Context: an optimization exercise on an open-source flow, tuned for small area and a short achievable clock period. The choices shown serve that exercise and are no tape-out recipe. The RTL was checked by simulation tests, not by an equivalence proof against the original design. Power figures rest on the tool's default switching activity, not on a simulated workload.

==> flow/design.v <==
module xgmii_rx_stats #(
    parameter int NCH           = 4,
    parameter int CNT_W         = 16,
    parameter int TICKS_PER_SEC = 50000,
    parameter int MAX_LEN       = 1518
) (
    input  logic                 sys_clk,
    input  logic                 sys_rst,
    input  logic [64*NCH-1:0]    xgmii_rxd,
    input  logic [8*NCH-1:0]     xgmii_rxc,
    input  logic                 clear,
    output logic                 sec_tick,
    output logic [CNT_W*NCH-1:0] rx_pps,
    output logic [CNT_W*NCH-1:0] rx_throughput,
    output logic [CNT_W*NCH-1:0] rx_errors
);
    localparam int TW = (TICKS_PER_SEC > 1) ?
                        $clog2(TICKS_PER_SEC) : 1;
    localparam logic [TW-1:0] TC = TW'(TICKS_PER_SEC - 1);
    localparam int LW = 12;
    localparam logic [LW-1:0] LMAX = {1'b0, {(LW-1){1'b1}}};
    localparam int PW0 = $clog2(8 * TICKS_PER_SEC / 73 + 2);
    localparam int PW  = (PW0 < CNT_W) ? PW0 : CNT_W;
    logic [TW-1:0] win_q;
    logic          tick_q;
    logic          win_end;
    assign win_end = (win_q == TC);
    always_ff @(posedge sys_clk or posedge sys_rst) begin
        if (sys_rst) begin
            win_q  <= '0;
            tick_q <= 1'b0;
        end else begin
            win_q  <= (clear || win_end) ? '0 : win_q + 1'b1;
            tick_q <= !clear && win_end;
        end
    end
    assign sec_tick = tick_q;
    for (genvar k = 0; k < NCH; k++) begin : g_ch
        logic             st_q;
        logic [LW-1:0]    lm_q, lm_d;
        logic [PW-1:0]    pps_q, opps_q, p;
        logic [CNT_W-1:0] byt_q, err_q;
        logic [CNT_W-1:0] obyt_q, oerr_q;
        logic [CNT_W-1:0] b, e;
        logic [7:0] ctl, dat, trm, erl, bnd;
        logic       s0, s4;
        logic [8:0] nb;              
        logic [8:0] fst;             
        logic [3:0] pc [9];          
        logic [3:0] ds;              
        logic       eb;              
        logic       any_b, any_ft, good;
        logic [1:0]     err_n;
        logic [CNT_W:0] es, bx, by;
        logic [3:0]     esj;
        logic [7:0]     bsj;
        logic [7:0] rng;             
        always_comb begin
            for (int i = 0; i < 8; i++) begin
                logic [7:0] byt;
                logic       hi;
                byt    = xgmii_rxd[64*k + 8*i +: 8];
                hi     = &byt[7:3];
                ctl[i] = xgmii_rxc[8*k + i];
                dat[i] = !ctl[i];
                trm[i] = ctl[i] && hi && byt[2:0] == 3'b101;
                erl[i] = ctl[i] && hi && byt[2:0] == 3'b110;
            end
            s0 = ctl[0] && xgmii_rxd[64*k +: 8] == 8'hFB;
            s4 = ctl[4] && xgmii_rxd[64*k + 32 +: 8] == 8'hFB;
            bnd = trm | {3'b000, s4, 3'b000, s0};
            nb[0] = 1'b1;
            for (int i = 0; i < 8; i++)
                nb[i+1] = nb[i] && !bnd[i];
            fst = {nb[8], bnd & nb[7:0]};
            any_b  = !nb[8];
            any_ft = |(trm & nb[7:0]);
            eb     = |(erl & nb[7:0]);
            pc[0] = 4'd0;
            pc[1] = {3'd0, dat[0]};
            pc[2] = {3'd0, dat[0]} + {3'd0, dat[1]};
            pc[3] = pc[2] + {3'd0, dat[2]};
            pc[4] = pc[2] + ({3'd0, dat[2]} + {3'd0, dat[3]});
            pc[5] = pc[4] + {3'd0, dat[4]};
            pc[6] = pc[4] + ({3'd0, dat[4]} + {3'd0, dat[5]});
            pc[7] = pc[4] + ({3'd0, dat[4]} + {3'd0, dat[5]} +
                             {3'd0, dat[6]});
            pc[8] = pc[4] + ({3'd0, dat[4]} + {3'd0, dat[5]} +
                             {3'd0, dat[6]} + {3'd0, dat[7]});
            ds = 4'd0;
            for (int i = 0; i < 9; i++)
                ds = ds | (fst[i] ? pc[i] : 4'd0);
            for (int j = 0; j < 8; j++)
                rng[j] = !lm_q[LW-1] &&
                         (lm_q >= LW'(64 - j)) &&
                         (lm_q <= LW'(MAX_LEN - j));
            good = st_q && any_ft && !eb && rng[ds[2:0]];
            err_n = {1'b0, st_q && any_b && !good}
                  + {1'b0, s0 && |bnd[7:1]}
                  + {1'b0, s4 && |trm[7:5]};
            for (int j = 0; j < 4; j++)
                esj[j] = ({1'b0, err_q} + (CNT_W+1)'(j)) >> CNT_W;
            es = {1'b0, err_q} + {{(CNT_W-1){1'b0}}, err_n};
            e  = esj[err_n] ? '1 : es[CNT_W-1:0];
            p = pps_q + {{(PW-1){1'b0}}, good};
            bx = {1'b0, byt_q} + {{(CNT_W+2-LW){1'b0}}, lm_q[LW-2:0]};
            for (int j = 0; j < 8; j++)
                bsj[j] = (bx + (CNT_W+1)'(j)) >> CNT_W;
            by = bx + {{(CNT_W-2){1'b0}}, ds[2:0]};
            b  = !good ? byt_q : (bsj[ds[2:0]] ? '1 : by[CNT_W-1:0]);
            if (!any_b) begin
                logic [LW-1:0] ls;
                ls   = lm_q + {{(LW-4){1'b0}}, ds};
                lm_d = (eb || (!lm_q[LW-1] && ls[LW-1])) ?
                       LMAX : ls;
            end else if (s4) begin
                lm_d = (|erl[7:5]) ? LMAX :
                       LW'(pc[8] - pc[5]) - LW'(7);
            end else begin
                lm_d = (|erl[7:1]) ? LMAX :
                       LW'(pc[8] - pc[1]) - LW'(7);
            end
        end
        always_ff @(posedge sys_clk or posedge sys_rst) begin
            if (sys_rst) begin
                st_q   <= 1'b0;
                pps_q  <= '0;
                byt_q  <= '0;
                err_q  <= '0;
                opps_q <= '0;
                obyt_q <= '0;
                oerr_q <= '0;
            end else begin
                if (any_b)
                    st_q <= (s4 && !(|trm[7:5])) || (s0 && !(|bnd[7:1]));
                if (clear) begin
                    pps_q  <= '0;
                    byt_q  <= '0;
                    err_q  <= '0;
                    opps_q <= '0;
                    obyt_q <= '0;
                    oerr_q <= '0;
                end else if (win_end) begin
                    pps_q  <= '0;
                    byt_q  <= '0;
                    err_q  <= '0;
                    opps_q <= p;
                    obyt_q <= b;
                    oerr_q <= e;
                end else begin
                    pps_q  <= p;
                    byt_q  <= b;
                    err_q  <= e;
                end
            end
        end
        always_ff @(posedge sys_clk)
            lm_q <= lm_d;
        assign rx_pps[CNT_W*k +: CNT_W]        = CNT_W'(opps_q);
        assign rx_throughput[CNT_W*k +: CNT_W] = obyt_q;
        assign rx_errors[CNT_W*k +: CNT_W]     = oerr_q;
    end
endmodule
module xgmii_rx_stats_top (
    input  logic          sys_clk,
    input  logic          sys_rst,
    input  logic [255:0]  xgmii_rxd,
    input  logic [31:0]   xgmii_rxc,
    input  logic          clear,
    output logic          sec_tick,
    output logic [63:0]   rx_pps,
    output logic [63:0]   rx_throughput,
    output logic [63:0]   rx_errors
);
    xgmii_rx_stats #(
        .NCH          (4),
        .CNT_W        (16),
        .TICKS_PER_SEC(50000),
        .MAX_LEN      (1518)
    ) u_stats (
        .sys_clk      (sys_clk),
        .sys_rst      (sys_rst),
        .xgmii_rxd    (xgmii_rxd),
        .xgmii_rxc    (xgmii_rxc),
        .clear        (clear),
        .sec_tick     (sec_tick),
        .rx_pps       (rx_pps),
        .rx_throughput(rx_throughput),
        .rx_errors    (rx_errors)
    );
endmodule
clock: 20.0 ns
lec_check: 0
cap_margin: 20
core_margin: 2
core_utilization: 40
cts_cluster_diameter: 100
cts_cluster_size: 24
slew_margin: 20
standard.sh (not shown) runs the stock make flow with config.mk's settings and CLKGATE_MAP_FILE= SYNTH_SCRIPT=/design/flow/synth_recipe.tcl, a recipe that flattens the netlist after the stock synthesis.
==> flow/flow/run.sh <==
#!/bin/bash
# The standard layout (standard.sh) with these changes:
#  - synthesis: the standard script (synth_recipe.tcl) with ABC run on
#    flow/map.abc instead of ORFS's speed script, and adders left to ABC
#    (no full-adder cell mapping); registers are mapped exactly as before;
#  - port buffers are plain buf_1 cells;
#  - timing repair aims SETUP_SLACK_MARGIN ns beyond the constraint.
set -euo pipefail
here=$(pwd)
export MY_ABC_SCRIPT=$here/flow/map.abc
export ADDER_MAP_FILE=
export BUFFER_PORTS_ARGS="-buffer_cell sky130_fd_sc_hd__buf_1"
export SETUP_SLACK_MARGIN=${SETUP_SLACK_MARGIN:-12.25}
sed "s#SYNTH_SCRIPT=[^ ]*#SYNTH_SCRIPT=$here/flow/synth.tcl#" standard.sh > standard_own.sh
grep -q "SYNTH_SCRIPT=$here/flow/synth.tcl" standard_own.sh
bash standard_own.sh > flow_make.log 2>&1
==> flow/flow/map.abc <==
strash
&get -n
&syn2
&dch -f
&nf
&put
buffer -c
upsize -c
dnsize -c
==> flow/flow/synth.tcl <==
proc synth {args} { yosys synth -nofsm -noshare {*}$args }
proc abc {args} {
  set i [lsearch -exact $args -script]
  if { $i >= 0 && [info exists ::env(MY_ABC_SCRIPT)] && $::env(MY_ABC_SCRIPT) ne "" } {
    lset args [expr { $i + 1 }] $::env(MY_ABC_SCRIPT)
  }
  yosys abc {*}$args
}
source $::env(SCRIPTS_DIR)/synth.tcl
# left out here: clear keep_hierarchy, flatten, clean up, hide names made inside functions, write 1_2_yosys.v
The starting point finished with timing, DRC and antenna clean.
Edit:
--- a/flow/flow/run.sh
+++ b/flow/flow/run.sh
@@ -13 +13 @@
-export SETUP_SLACK_MARGIN=${SETUP_SLACK_MARGIN:-12.25}
+export SETUP_SLACK_MARGIN=${SETUP_SLACK_MARGIN:-11.75}
What happened:
- The new run finished clean
- sequential power hardly moves
- total power falls by a few percent
- die area is unchanged
Edit:
--- a/flow/flow/run.sh
+++ b/flow/flow/run.sh
@@ -13 +13 @@
-export SETUP_SLACK_MARGIN=${SETUP_SLACK_MARGIN:-11.75}
+export SETUP_SLACK_MARGIN=${SETUP_SLACK_MARGIN:-12}
==> flow/flow/map.abc (replaced) <==
strash
balance
rewrite
refactor
balance
rewrite
rewrite -z
balance
refactor -z
rewrite -z
balance
&get -n
&dch -f
&nf
&put
buffer -c
upsize -c
dnsize -c
What happened: Non-clock buffer count went up by 160; critical path depth went up by 3; first-iteration DRC count went up by 5.0%; synthesized area went down by 1.0%; register-to-register slack gets worse by 0.50 ns; routed wire length went up by 2.6%; final cell count went up by 1.6%; worst setup slack gets worse by 0.17 ns; utilization went up by 5.2 points; hold slack gets worse by 0.010 ns; design area went up by 9.5%.
Edit:
==> flow/flow/map.abc (replaced) <==
strash
&get -n
&syn2
&dch -f
&nf
&put
buffer -c
upsize -c
dnsize -c
Settings changed: TNS_END_PERCENT from default to 50.
Clock-buffer cell count is lower by 3.
Die area is higher by 1.0%.
Final area is lower by 7.3%.
Worst hold slack improved by 0.011 ns.
Area after synthesis is higher by 1.1%.
Critical path depth is lower by 2.
Setup slack improved by 0.45 ns.
Via count is lower by 2.1%.
Global-route usage is lower by 0.30 points.
Edit:
Settings changed: CTS_CLUSTER_DIAMETER 100 to 120, CTS_CLUSTER_SIZE 24 to 30, TNS_END_PERCENT 50 to default.
The changed run completed without violations; final cell count is about the same; cell area is lower by 1.3%; power is lower by 5.0%; wire length is lower by 3.7%; sequential cell count is unchanged; first-iteration DRC count is lower by about 9%; count of clock-buffer cells in the layout is lower by 3; sequential share of layout area is higher by 0.44 points.
Edit:
Settings changed: CTS_CLUSTER_DIAMETER 120 to default, CTS_CLUSTER_SIZE 30 to default.
Result: The changed run produced a clean layout. Worst hold slack gets worse by 0.010 ns. Sequential power is about the same. Sequential share of layout area shrinks by 1.0 points.

-- static timing again, ports no longer ideal --
Ports are ideal in the flow. The routed layouts listed here were re-timed in OpenROAD.
Step 1, drivers: a clkbuf_16 drives sys_clk and a buf_2 each remaining input, both assumed.
Step 2, shift: input delay + t, output delay - t, t = (earliest + latest rising clock arrival at the registers) / 2. This alone moves slack from input paths to output paths.
Slacks: no drivers / after step 1 / after step 2; pairs: no drivers / after step 1.
| run | shift t [ns] | slack for setup (ns) | latest minus earliest clock arrival (ns) | slew at the worst register clock pin (ns) |
|---|---|---|---|---|
| the first run | 0.641 | 12.303 / 12.313 / 11.672 | 0.022 / 0.022 | 0.10 / 0.10 |
| the second run | 0.637 | 11.864 / 11.899 / 11.263 | 0.022 / 0.023 | 0.10 / 0.10 |
| the third run | 0.625 | 11.692 / 11.694 / 11.068 | 0.025 / 0.025 | 0.11 / 0.11 |
| the fourth run | 0.637 | 12.143 / 12.177 / 11.540 | 0.026 / 0.025 | 0.10 / 0.10 |
| the fifth run | 0.612 | 12.130 / 12.144 / 11.532 | 0.050 / 0.050 | 0.12 / 0.12 |
| the sixth run | 0.650 | 12.118 / 12.154 / 11.504 | 0.030 / 0.030 | 0.06 / 0.06 |
After both steps setup and hold are still met in every run listed. The setup slack of the first run, which loses most, moves by +0.010 ns with the drivers and by -0.631 ns with both steps.
